Context: an optimization exercise on an open-source flow, tuned for small area. The choices shown serve that exercise and are no tape-out recipe.
The RTL was checked by simulation tests, not by an equivalence proof against the original design.
Power and IR drop assume default switching activity.

<file path="flow/run.sh">
#!/bin/bash
# Own layout flow: the standard ORFS flow (standard.sh) with three changes:
#  1. synthesis is ORFS's synth.tcl run exactly as synth_recipe.tcl runs it, except that the
#     combinational mapping uses an area-oriented ABC script (flow/area.abc); the flip-flops
#     are mapped before ABC, so the registers, their names and cells are unchanged;
#  2. clock tree synthesis without dummy loads, with leaf clusters sized for the clock-pin
#     slew limit;
#  3. every port still gets a buffer, but of the smallest buffer cell.
# Each tool's output is in the ORFS logs under orfs/logs; make's own output is in flow_make.log.
set -euo pipefail
W=$(pwd)
F=$W/flow

# Build the synthesis script from synth_recipe.tcl: its first line (synth without fsm/share),
# then ORFS's synth.tcl with the ABC script swapped, then synth_recipe.tcl's remaining lines.
{
  head -n 1 "$W/synth_recipe.tcl"
  sed 's#^source \$::env(SCRIPTS_DIR)/synth_preamble.tcl$#&\nset abc_args [lreplace $abc_args 1 1 $::env(FLOW_AREA_ABC)]\nputs "area ABC script: $abc_args"#' \
    "$FLOW_HOME/scripts/synth.tcl"
  tail -n +3 "$W/synth_recipe.tcl"
} > "$W/synth_area.tcl"
grep -q 'FLOW_AREA_ABC' "$W/synth_area.tcl"

export FLOW_AREA_ABC="$F/area.abc"
export BUFFER_PORTS_ARGS="-buffer_cell sky130_fd_sc_hd__buf_1"
export CTS_ARGS="-sink_clustering_enable -repair_clock_nets -dont_use_dummy_load -buf_list sky130_fd_sc_hd__clkbuf_4 -sink_clustering_size 10 -sink_clustering_max_diameter 40"

bash "$W/standard.sh" \
  "SYNTH_SCRIPT=$W/synth_area.tcl" \
  "FLOW_AREA_ABC=$FLOW_AREA_ABC" \
  "BUFFER_PORTS_ARGS=$BUFFER_PORTS_ARGS" \
  "CTS_ARGS=$CTS_ARGS" \
  finish > "$W/flow_make.log" 2>&1
</file>
<file path="flow/area.abc">
strash
&get -n
&dc2
&dch -f
&nf -R 1000 -p -C 32 -F 8
&put
strash
&get -n
&dc2
&dch -f
&nf -R 1000 -p -C 32 -F 8
&put
</file>
<file path="standard.sh">
#!/bin/bash
# synth_recipe.tcl (not shown) runs the flow's synth.tcl, then flattens the netlist and writes it again
# the make line also repeats each setting of config.mk as NAME=value (left out here)
make -C /OpenROAD-flow-scripts/flow DESIGN_CONFIG=/design/flow/config.mk WORK_HOME=/design/flow/orfs CLKGATE_MAP_FILE= SYNTH_SCRIPT=/design/flow/synth_recipe.tcl "${@:-finish}"
</file>
<file path="config.mk">
export PLATFORM = sky130hd
export DESIGN_NAME = dm_spi_array_master
export DESIGN_NICKNAME = dm_spi_array_master
export VERILOG_FILES = /design/flow/design.v
export SDC_FILE = /design/flow/constraint.sdc
export NUM_CORES = 4
export LEC_CHECK = 0
export CAP_MARGIN = 20
export CORE_MARGIN = 2
export CORE_UTILIZATION = 55
export SLEW_MARGIN = 20
</file>
<file path="constraint.sdc">
create_clock -name core_clock -period 8.0 [get_ports {clk}]
set_input_delay 1.6000 -clock core_clock [delete_from_list [all_inputs] [get_ports {clk}]]
set_output_delay 1.6000 -clock core_clock [all_outputs]
set_load 0.01 [all_outputs]
</file>
<file path="design.v">
module dm_spi_halfbit_timer (
  input  logic       clk,
  input  logic       rst,
  input  logic       run,
  input  logic [7:0] div,
  output logic       tick
);
  logic [7:0] cnt;
  always_ff @(posedge clk) begin
    if (!run || cnt == div) begin
      cnt <= '0;
    end else begin
      cnt <= cnt + 8'd1;
    end
  end
  assign tick = run && (cnt == div);
endmodule
module dm_spi_array_master #(
  parameter int unsigned NCHAN      = 6,
  parameter int unsigned FRAME_BITS = 24,
  parameter int unsigned ADDR_W     = 14
) (
  input  logic              clk,
  input  logic              rst,
  input  logic              RamBusSel,
  input  logic              RamBusWrnRd,
  input  logic              RamBusLatch,
  input  logic [ADDR_W-1:0] RamBusAddress,
  input  logic [31:0]       RamBusDataIn,
  output logic [31:0]       RamBusDataOut,
  output logic              RamBusAck,
  input  logic              Pps,
  output logic              Sck,
  output logic [NCHAN-1:0]  Mosi,
  input  logic [NCHAN-1:0]  Miso,
  output logic [NCHAN-1:0]  nCs,
  output logic              nLDac
);
  logic              run, arm;
  logic [5:0]        ph;
  logic [7:0]        div;
  logic              ldacEn, ppsTrig, done, err;
  logic [15:0]       frameCnt;
  logic [2:0]        ppsSync;
  logic [NCHAN-1:0]  chMask;
  logic              accPrev, ackReg;
  logic              goSetF, goArmF, abortF;
  logic              rdCtrl, rdStat, rdMask, rdBusy, rdArmed, rdDone, rdTxB, rdRxB;
  logic [2:0]        rdIdx;
  logic [NCHAN-1:0]  rdTx, rdRx;
  logic              frameEndD;
  logic [NCHAN-1:0]  rxUpd, txValid, rxValid;
  logic [FRAME_BITS-1:0] txData  [NCHAN];
  logic [FRAME_BITS-1:0] rxData  [NCHAN];
  logic [FRAME_BITS-1:0] rxShift [NCHAN];
  logic tick, busy, accStart, wr, rd, ppsEdge, zero;
  logic aCtrl, aStat, aMask, aTxB, aRxB;
  logic phHi, inHold, inLdac, lastTick, busyNext, armNext, ctrlOk;
  logic startSetup, frameEnd, sampleEn;
  logic [NCHAN-1:0] aIdx;
  assign busy     = run | arm;
  assign accStart = RamBusSel & RamBusLatch & ~accPrev;
  assign wr       = accStart & RamBusWrnRd;
  assign rd       = accStart & ~RamBusWrnRd;
  assign ppsEdge  = ppsSync[1] & ~ppsSync[2];
  assign zero     = (RamBusDataIn == 32'd0);
  assign aCtrl = (RamBusAddress[13:2] == 12'h000);
  assign aStat = (RamBusAddress[13:2] == 12'h001);
  assign aMask = (RamBusAddress[13:2] == 12'h002);
  assign aTxB  = (RamBusAddress[13:6] == 8'h04) & ~(RamBusAddress[5] | (RamBusAddress[4] & RamBusAddress[3]));
  assign aRxB  = (RamBusAddress[13:6] == 8'h08) & ~(RamBusAddress[5] | (RamBusAddress[4] & RamBusAddress[3]));
  for (genvar i = 0; i < NCHAN; i++) begin : gIdx
    assign aIdx[i] = (RamBusAddress[4:2] == 3'(i));
  end
  assign phHi   = ph[5] & ph[4];
  assign inHold = phHi & ph[0];
  assign inLdac = phHi & ph[1];
  dm_spi_halfbit_timer uTimer (
    .clk  (clk),
    .rst  (rst),
    .run  (run),
    .div  (div),
    .tick (tick)
  );
  assign lastTick   = tick & (inLdac | (inHold & ~ldacEn));
  assign frameEnd   = tick & inHold;
  assign sampleEn   = tick & ~ph[0] & ~phHi;
  assign startSetup = goSetF | (arm & ppsEdge & ~abortF);
  assign busyNext = arm | (run & ~lastTick);
  assign armNext  = arm & ~ppsEdge;
  assign ctrlOk   = ~busyNext | (armNext & zero);
  always_ff @(posedge clk or posedge rst) begin
    if (rst) begin
      accPrev   <= 1'b0;
      ackReg    <= 1'b0;
      goSetF    <= 1'b0;
      goArmF    <= 1'b0;
      abortF    <= 1'b0;
      rdCtrl    <= 1'b0;
      rdStat    <= 1'b0;
      rdMask    <= 1'b0;
      rdBusy    <= 1'b0;
      rdArmed   <= 1'b0;
      rdDone    <= 1'b0;
      rdTxB     <= 1'b0;
      rdRxB     <= 1'b0;
    end else begin
      accPrev <= RamBusSel & RamBusLatch;
      ackReg  <= accStart;
      goSetF  <= wr & aCtrl & RamBusDataIn[0] & ~RamBusDataIn[2] & ~busyNext;
      goArmF  <= wr & aCtrl & RamBusDataIn[0] & RamBusDataIn[2] & ~busyNext;
      abortF  <= wr & aCtrl & zero & armNext;
      rdCtrl  <= rd & aCtrl;
      rdStat  <= rd & aStat;
      rdMask  <= rd & aMask;
      rdBusy  <= rd & aStat & busy;
      rdArmed <= rd & aStat & arm;
      rdDone  <= rd & aStat & done;
      rdTxB   <= rd & aTxB;
      rdRxB   <= rd & aRxB;
    end
  end
  always_ff @(posedge clk or posedge rst) begin
    if (rst) begin
      run       <= 1'b0;
      arm       <= 1'b0;
      div       <= '0;
      ldacEn    <= 1'b0;
      ppsTrig   <= 1'b0;
      chMask    <= '0;
      done      <= 1'b0;
      err       <= 1'b0;
      frameCnt  <= '0;
      ppsSync   <= '0;
      frameEndD <= 1'b0;
      rxUpd     <= '0;
      txValid   <= '0;
      rxValid   <= '0;
    end else begin
      ppsSync   <= {ppsSync[1:0], Pps};
      frameEndD <= frameEnd;
      rxUpd     <= {NCHAN{frameEnd}} & chMask;
      rxValid   <= rxValid | rxUpd;
      frameCnt  <= frameCnt + {15'd0, frameEndD};
      if (wr & aCtrl & ctrlOk) begin
        div     <= RamBusDataIn[15:8];
        ppsTrig <= RamBusDataIn[2];
        ldacEn  <= RamBusDataIn[1];
      end
      if (wr & aMask & ~busyNext) chMask <= RamBusDataIn[NCHAN-1:0];
      if (wr & aTxB & ~busyNext) txValid <= txValid | aIdx;
      if (wr & busyNext & ((aCtrl & ~(armNext & zero)) | aMask | aTxB)) err <= 1'b1;
      else if (wr & aStat & RamBusDataIn[2]) err <= 1'b0;
      if (wr & aStat & RamBusDataIn[1]) done <= 1'b0;
      else if (frameEnd) done <= 1'b1;
      if (startSetup) run <= 1'b1;
      else if (lastTick) run <= 1'b0;
      if (goArmF) arm <= 1'b1;
      else if (abortF | ppsEdge) arm <= 1'b0;
    end
  end
  for (genvar i = 0; i < NCHAN; i++) begin : gRdSel
    assign rdTx[i] = rdTxB & (rdIdx == 3'(i)) & txValid[i];
    assign rdRx[i] = rdRxB & (rdIdx == 3'(i)) & rxValid[i];
  end
  always_ff @(posedge clk) begin
    rdIdx <= RamBusAddress[4:2];
  end
  always_ff @(posedge clk) begin
    if (startSetup) ph <= '0;
    else if (tick) ph <= ph + 6'd1;
  end
  logic [7:0] loSel;
  logic [2:0] hiSel;
  always_comb begin
    for (int k = 0; k < 8; k++) loSel[k] = (ph[3:1] == 3'(7 - k));
    for (int g = 0; g < 3; g++) hiSel[g] = run & (ph[5:4] == 2'(2 - g));
  end
  for (genvar i = 0; i < NCHAN; i++) begin : gCh
    always_ff @(posedge clk) begin
      if (wr & aTxB & aIdx[i] & ~busyNext) txData[i] <= RamBusDataIn[FRAME_BITS-1:0];
      if (sampleEn) rxShift[i] <= {rxShift[i][FRAME_BITS-2:0], Miso[i]};
      if (rxUpd[i]) rxData[i] <= rxShift[i];
    end
    logic [2:0] grp;
    for (genvar g = 0; g < 3; g++) begin : gG
      assign grp[g] = hiSel[g] & |(txData[i][8*g +: 8] & loSel);
    end
    assign Mosi[i] = txValid[i] & chMask[i] & |grp;
    assign nCs[i]  = ~(chMask[i] & run & ~inLdac);
  end
  always_comb begin
    RamBusDataOut = '0;
    if (rdCtrl) RamBusDataOut = RamBusDataOut | {16'd0, div, 5'd0, ppsTrig, ldacEn, 1'b0};
    if (rdStat) RamBusDataOut = RamBusDataOut | {frameCnt, 13'd0, err, 2'd0};
    RamBusDataOut = RamBusDataOut | {28'd0, rdArmed, 1'b0, rdDone, rdBusy};
    if (rdMask) RamBusDataOut[NCHAN-1:0] = RamBusDataOut[NCHAN-1:0] | chMask;
    for (int i = 0; i < NCHAN; i++) begin
      if (rdTx[i]) RamBusDataOut[FRAME_BITS-1:0] = RamBusDataOut[FRAME_BITS-1:0] | txData[i];
      if (rdRx[i]) RamBusDataOut[FRAME_BITS-1:0] = RamBusDataOut[FRAME_BITS-1:0] | rxData[i];
    end
  end
  assign Sck       = run & ph[0] & ~inHold;
  assign nLDac     = ~(run & inLdac);
  assign RamBusAck = ackReg;
endmodule
</file>
==> run notes <==
-- final timing paths --
| kind | end | slack, ns | cells past startpoint |
|---|---|---|---|
| max | Mosi[1] | 2.79 | 6 |
| min | ppsSync[1] | 0.38 | 0 |
| max reg2reg | txData[1][8] | 4.13 | 7 |
| min reg2reg | ppsSync[1] | 0.38 | 0 |
| max in group asynchronous | rxUpd[0] | 6.10 | 3 |
| min in group asynchronous | frameCnt[5] | 1.20 | 3 |
-- worst register-to-register path, stage by stage, from the launching register on --
cell	delay (ns)
sky130_fd_sc_hd__dfrtp_1	0.48
sky130_fd_sc_hd__xnor2_1	0.19
sky130_fd_sc_hd__nand4_1	0.22
sky130_fd_sc_hd__o21ai_1	0.64
sky130_fd_sc_hd__nand2_1	0.14
sky130_fd_sc_hd__or2_0	0.38
sky130_fd_sc_hd__nor4_1	0.50
sky130_fd_sc_hd__and3b_2	0.88
-- cell type report --
type,count,area (um^2)
diodes,1,2.50
clock buffers,70,526
fillers,2529,13100
inverters,3,12.5
multi-input cells,492,3670
flip-flops and latches,520,15100
well taps,448,561
repair buffers,127,571
-- sequential cells by signal, summed over array words and instances (netlist names), 3 cells and up --
name	count
chMask	6
txValid	6
rdIdx	3
rxValid	6
ppsSync	3
div	8
frameCnt	16
rxData	144
ph	6
uTimer.cnt	8
txData	144
rxShift	144
rxUpd	6
-- synthesized netlist by cell type (3+ instances only) --
library cell,count,area (um^2)
sky130_fd_sc_hd__a222oi_1,110,1100
sky130_fd_sc_hd__nand2_1,52,195
sky130_fd_sc_hd__and4_1,9,78.8
sky130_fd_sc_hd__a31oi_1,4,25.0
sky130_fd_sc_hd__and3b_1,7,61.3
sky130_fd_sc_hd__and3_1,19,119
sky130_fd_sc_hd__or2_0,14,87.6
sky130_fd_sc_hd__a21boi_0,7,52.6
sky130_fd_sc_hd__and2_0,17,106
sky130_fd_sc_hd__nor4_1,10,62.6
sky130_fd_sc_hd__nor2b_1,5,31.3
sky130_fd_sc_hd__nand4_1,31,194
sky130_fd_sc_hd__a21oi_1,10,50.1
sky130_fd_sc_hd__nor2_1,27,101
sky130_fd_sc_hd__a22o_1,16,140
sky130_fd_sc_hd__a221oi_1,17,149
sky130_fd_sc_hd__nand2b_1,3,18.8
sky130_fd_sc_hd__or3_1,4,25.0
sky130_fd_sc_hd__dfxtp_1,17,340
sky130_fd_sc_hd__a22oi_1,27,203
sky130_fd_sc_hd__xnor2_1,17,149
sky130_fd_sc_hd__nand3_1,17,85.1
sky130_fd_sc_hd__edfxtp_1,432,13000
sky130_fd_sc_hd__nor3b_1,12,90.1
sky130_fd_sc_hd__clkinv_1,3,11.3
sky130_fd_sc_hd__dfrtp_1,71,1780
sky130_fd_sc_hd__xor2_1,5,43.8
sky130_fd_sc_hd__mux2_1,16,180
sky130_fd_sc_hd__ha_1,4,50.1
sky130_fd_sc_hd__nor3_1,16,80.1
-- per-layer routing --
layer,up-vias,part of all wire [%],global-route usage [%]
met5,-,0,0
met4,0,3.0,10.4
met3,120,10,6.05
met2,774,47,47.1
met1,5870,39,41.8
li1,4754,-,-
-- cell families after synthesis --
| logic type | synth area share [%] |
|---|---|
| adders and majority gates | 0.267 |
| xor gates and xnor gates | 1.03 |
| DFF | 80.6 |
| and+or+nand+nor | 7.38 |
| muxes | 1.02 |
| buffers and inverters | 0.0602 |
| AOI/OAI and AO/OA | 9.60 |
-- power by group through the flow --
stage	logic (mW)	registers, mW	clock network [mW]
after floorplan	0.0102	2.97	0
after global placement	0.0405	2.97	0
after detailed placement	0.0417	2.97	0
after CTS	0.0417	2.91	1.25
after global routing	0.0458	2.91	1.34
final	0.0419	2.91	1.21
-- per-stage QoR --
step           setup WS [ns]  area, um^2  utilization (%)  hold slack, ns
6_report                2.79       20400             60.9           0.381
4_1_cts                 2.85       20400             60.9           0.397
2_1_floorplan          0.541       18700                -           0.331
3_3_place_gp            3.60       19900             59.4           0.357
3_5_place_dp            3.61       19900             59.4           0.356
5_1_grt                 2.76       20400             60.9           0.408
==> flow_summary.toml <==
[routing]
finalWirelength_um = 52900
vias = 11518
ant_nets = 0
drcViolationCount = 0
detail_route.vias_per_cell = 6.93
drt_iter0_drc = 1955
drt_pre_antenna_iters = 6
wire_per_inst_um = 31.8

[critical_path]
start_kind = "flop"
rr_startpoint = "div[3]"
worstPathBufferInverterCount = 1
required_ns = 6.40
timing.critical_path.to_type = "primary output"
worst_ep_arrival_time_ns = 3.61
critPathTopFamily = "compound AO/OA/AOI/OAI gates"
cpPeakStageDelay_ns = 0.64
crit_type = "flop to primary output"
cp_cell_sequence = "and3b_1, a222oi_1, nand4_1, a222oi_1, nor2_1, buf_1"
timing.critical_path.mode_cell = "sky130_fd_sc_hd__a222oi_1"
cp_slowest_cell = "sky130_fd_sc_hd__a222oi_1"
path_max_fanout = 18
cp_launch_point = "ph[2]"

[pwr]
irDropWorstVdd_v = 0.000120
total_switching_power_mw = 0.844
power.switching_fraction_pct = 20.3
p_per_area_nw_per_um2 = 204
p_leak_nw = 6.72
combinationalPowerShare_pct = 1.0
power.share.clock_pct = 29.1
seqPwrFrac_pct = 69.9
total_power_mw = 4.16
power.internal_mw = 3.32

[yosys]
synth-edff-count = 432
seq_area_frac_synth_pct = 80.6
async_flop_share_pct = 13.7
ys_warns = 5
synth_area_per_cell_um2 = 18.4
synth_nets = 1077
count_of_different_cell_masters_after_synthesis = 41
synthFlopType = "sky130_fd_sc_hd__edfxtp_1"
synth-seq-cells = 520
post_synth_instance_area_um2 = 18700
post_synth_inst_count = 1015

[clock_tree]
max-clock-path-buffers = 3
ctsHoldBuffers = 0
cts-buffers-inserted = 70
clk_pin_slew_ns = 0.10
post_cts_setup_buffers = 0
tritoncts = "yes"
cts_sinks = 520
number_of_resized_instances_in_the_post_cts_repair_step = 0
clk_latency_ns = 0.72
clk_root_buffer_cell = "sky130_fd_sc_hd__clkbuf_4"
cts_max_level = 3

[finish]
post_route_cells_drive_above_1_share_pct = 9.49
commonest_non_fill_non_tap_cell_in_the_layout = "sky130_fd_sc_hd__edfxtp_1"
finish.net_count = 1276
layout-area-overhead-vs-synth_pct = 9.23
most-common-layout-cells = "sky130_fd_sc_hd__edfxtp_1 (432), sky130_fd_sc_hd__a222oi_1 (110), sky130_fd_sc_hd__buf_1 (102)"
final_cells = 1661

[sta]
finalHoldViolations = 0
max_freq_mhz = 192
final.setup_skew_ns = 0.0570
timing_max_transition_violations_final = 0
period_minus_slack_ns = 5.21
tightest_slew_ns = 1.06
setup_violations = 0
finalSetupTns_ns = 0
max-slew-margin-rel_pct = 29.2
grt_setup_unrepaired = "false"
min_period_over_period_pct = 65.1

[place]
port_buffer_count = 102
placed_cells = 1590
gp_congestion = 0.935
hpwl_um = 33300

[global_routing]
grt_pass1_vias = 11195
maximum_number_of_pins_on_one_net_before_global_route_repair = 77
grt_first_pass_wirelength_um = 75900
aggregate_global_routing_overflow = 0
grt_antenna_before_repair = 1
track_usage_pct = 29.8

[floorplan]
initial_utilization_pct = 55.8
rows = 67
core_region_area_um2 = 33500
die_w_um = 188
die_y_um = 188
ios = 105
die_area_um2 = 35500

[outcome]
outcome = "timing/DRC/antenna clean"

[min_path]
hold_start = "ppsSync[0]"
hold_path.class = "flop to flop"

[run]
maxCapViolations = 0

separate check: timing with driven ports:
In the flow no input, the clock included, has a driving cell. The finished layout below was timed again as built, in two steps.
Step 1, drivers: a clkbuf_16 drives clk and a buf_2 each remaining input, both assumed.
Step 2 times the ports against the registers' clock, not the clock port: input delays grow and output delays shrink by t, the midpoint of the rising clock arrivals with the driver on.
a / b / c = no drivers / after step 1 / after step 2; a / b = the first two.
t, ns: 0.738
slack for setup (ns): 2.793 / 2.748 / 3.486
hold WS [ns]: 0.381 / 0.381 / 0.381
worst data-port slew with drivers (ns): 0.07
After both steps setup and hold are still met in this run. For this run, drivers alone change the setup slack by -0.045 ns; drivers and shift together by +0.693 ns.
